Context: an optimization exercise on an open-source flow, tuned for small area, a short achievable clock period and few clock cycles. The choices shown serve that exercise and are no tape-out recipe. RTL that was checked went through simulation tests only; none was proved equivalent to the original. Power is estimated from default activity; no workload was simulated.

==> flow/design.v (excerpt) <==
module arsb_top (
  input  logic        clk_i,
  input  logic        rst_ni,
  input  logic        in_valid_i,
  output logic        in_ready_o,
  input  logic [1:0]  in_cmd_i,
  input  logic [31:0] in_address_i,
  input  logic [7:0]  in_data_byte_i,
  input  logic [2:0]  in_entry_index_i,
  input  logic [31:0] in_entry_start_i,
  input  logic [31:0] in_entry_length_i,
  input  logic        in_entry_relative_i,
  output logic        out_valid_o,
  input  logic        out_ready_i,
  output logic [1:0]  out_kind_o,
  output logic [2:0]  out_range_slot_o,
  output logic [31:0] out_segment_address_o,
  output logic [7:0]  out_data_o,
  output logic        out_last_o,
  input  logic        cfg_we_i,
  input  logic        cfg_index_i,
  input  logic [5:0]  cfg_data_i
);
  localparam int QD = 2;                       
  localparam int QW = (QD > 1) ? $clog2(QD) : 1;
  logic        rv, lph;
  logic [1:0]  rcmd;
  logic [31:0] ra;                             
  logic [32:0] rb;                             
  logic [2:0]  ridx;
  logic        rrel;
  logic [31:0] ts [8];
  logic [32:0] te [8];
  logic [7:0]  trel, wr;
  ...
Size in the first run: roughly 5000 cells after synthesis, roughly 1100 flip-flops, about 63000 µm² of cells after synthesis.
clock: 10.0 ns
lec_check: 0
abc_clock_period_in_ps: 6000
cap_margin: 20
core_margin: 2
core_utilization: 55
setup_slack_margin: 3.5
slew_margin: 20
run.sh (not shown) runs the stock make flow with config.mk's settings and CLKGATE_MAP_FILE= SYNTH_SCRIPT=/design/flow/synth_recipe.tcl, a recipe that flattens the netlist after the stock synthesis.
==> next run, changes <==
Settings changed: ABC_CLOCK_PERIOD_IN_PS 6000 to 4000, CORE_UTILIZATION 55 to 40, SETUP_SLACK_MARGIN 3.5 to 5.
After rerunning: The changed run completed with no timing, DRC or antenna violations; setup slack improved by 500 ps; global-route usage goes down by 8.5 points; final area goes up by a few percent; combinational power goes up by roughly a tenth; core utilization goes down by 15 points; power goes up by a few percent; fmax goes up by a little under a tenth; via count goes up slightly; hold slack improved by 3.9 ps; die area goes up by well over a third; register-to-register slack improved by 450 ps.
Function was not checked in any run of this note: the RTL went through the layout flow alone.

* * *

arsb_top, a different RTL version from the one above (not shown whole).
For scale: about 1100 flip-flops, about 170 I/O pins.
make LEC_CHECK=0 ABC_AREA=1 CAP_MARGIN=20 CORE_MARGIN=2 CORE_UTILIZATION=65 SETUP_SLACK_MARGIN=5 SLEW_MARGIN=20 finish   # period 10.0 ns
The first run completed with no timing, DRC or antenna violations.
Testbench counts at the start, summed over its fixed seeds: cycles 12,289.
Rerun with:
Settings changed: CORE_UTILIZATION 65 to 55.
Result: Wire length came out higher by a few percent. Synthesized cell count stays the same. Synthesized area is unchanged. Die area came out higher by about a fifth. Total power came out higher by a few percent. Maximum frequency barely changes. Combinational power barely changes. Global-route usage came out lower by 6.0 points. Sequential share of layout area came out lower by 0.67 points. Register-to-register slack barely changes. Final cell count came out higher by a few percent.

* * *

## raven
arsb_top, a different RTL version from the one above (not shown whole).
For scale: about 4900 cells after synthesis, ~1100 flip-flops, roughly 170 I/O pins.
==> flow/design.v (excerpt) <==
module arsb_top (
  input  logic        clk_i,
  input  logic        rst_ni,
  input  logic        in_valid_i,
  output logic        in_ready_o,
  input  logic [1:0]  in_cmd_i,
  input  logic [31:0] in_address_i,
  input  logic [7:0]  in_data_byte_i,
  input  logic [2:0]  in_entry_index_i,
  input  logic [31:0] in_entry_start_i,
  input  logic [31:0] in_entry_length_i,
  input  logic        in_entry_relative_i,
  output logic        out_valid_o,
  input  logic        out_ready_i,
  output logic [1:0]  out_kind_o,
  output logic [2:0]  out_range_slot_o,
  output logic [31:0] out_segment_address_o,
  output logic [7:0]  out_data_o,
  output logic        out_last_o,
  input  logic        cfg_we_i,
  input  logic        cfg_index_i,
  input  logic [5:0]  cfg_data_i
);
==> flow/config.mk <==
export PLATFORM = sky130hd
export DESIGN_NAME = arsb_top
export DESIGN_NICKNAME = arsb_top
export VERILOG_FILES = /design/flow/design.v
export SDC_FILE = /design/flow/constraint.sdc
export NUM_CORES = 4
export LEC_CHECK = 0
export CAP_MARGIN = 20
export CORE_MARGIN = 2
export CORE_UTILIZATION = 55
export SETUP_SLACK_MARGIN = 5
export SLEW_MARGIN = 20
==> flow/constraint.sdc <==
create_clock -name core_clock -period 10.0 [get_ports {clk_i}]
set_input_delay 2.0000 -clock core_clock [delete_from_list [all_inputs] [get_ports {clk_i}]]
set_output_delay 2.0000 -clock core_clock [all_outputs]
set_load 0.01 [all_outputs]
raven completed; timing, DRC and antenna clean
Testbench counts of raven, summed over its fixed seeds: cycles 12,289.
The inputs of ember differ from those of raven as listed below.
--- a/flow/config.mk
+++ b/flow/config.mk
@@ -6,4 +6,5 @@
 export NUM_CORES = 4
 export LEC_CHECK = 0
+export ABC_AREA = 1
 export CAP_MARGIN = 20
 export CORE_MARGIN = 2
[summary]
- Comparing initial antenna violation count for raven and ember, the smaller number came from raven.
- Going from raven to ember, the worst hold slack across all endpoints was found to have gone down by 0.031 ns.
- The first-pass GRT wire length reported for ember is greater than that of raven by 30 mm.
- ember vs. raven: count of clock-buffer cells in the layout increased 11; met3 track demand over resource +2.1 points; share of synthesized registers carrying an async set or reset comparable; post-place setup slack lower.
- From raven to ember the numbers moved as follows: share of the yosys chip area belonging to registers shows a reduction of 1.1 points, power share of the clock group grew by 0.3 points, core utilization was more or less identical, initial core utilization shows no meaningful change.

what the ideal ports hide:
The flow's constraints put no driver on any port. The routed layouts listed below were extracted and timed again, unchanged, in two steps.
Step 1 sets driving cells, clkbuf_16 on the clock port and buf_2 on the other inputs (assumed; they add their load-dependent delay and slew).
Step 2 moves the port delays by t, midway between the first and last clock arrival at a register: inputs arrive t later, outputs are due t later. That takes back most of the time a late clock gives input paths.
a / b / c = ideal ports / drivers / drivers and shift; a / b = the first two.
run | t, ns | setup WS [ns] | worst slew at a driven data input, ns | cell pins on the clock port's net
the first run of note 1 | 0.802 | 3.542 / 3.468 / 3.598 | 0.08 | 1
the second run of note 1 | 0.849 | 4.037 / 3.951 / 4.052 | 0.07 | 1
the first run of note 2 | 0.815 | 5.074 / 5.074 / 5.074 | 0.21 | 1
the second run of note 2 | 0.837 | 5.084 / 5.084 / 5.084 | 0.07 | 1
raven | 0.808 | 4.889 / 4.889 / 4.447 | 0.06 | 1
ember | 0.847 | 5.129 / 5.089 / 5.050 | 0.06 | 1
After both steps every run listed still meets setup and hold. For raven, which loses most, drivers alone change the setup slack by 0.000 ns; drivers and shift together by -0.442 ns.
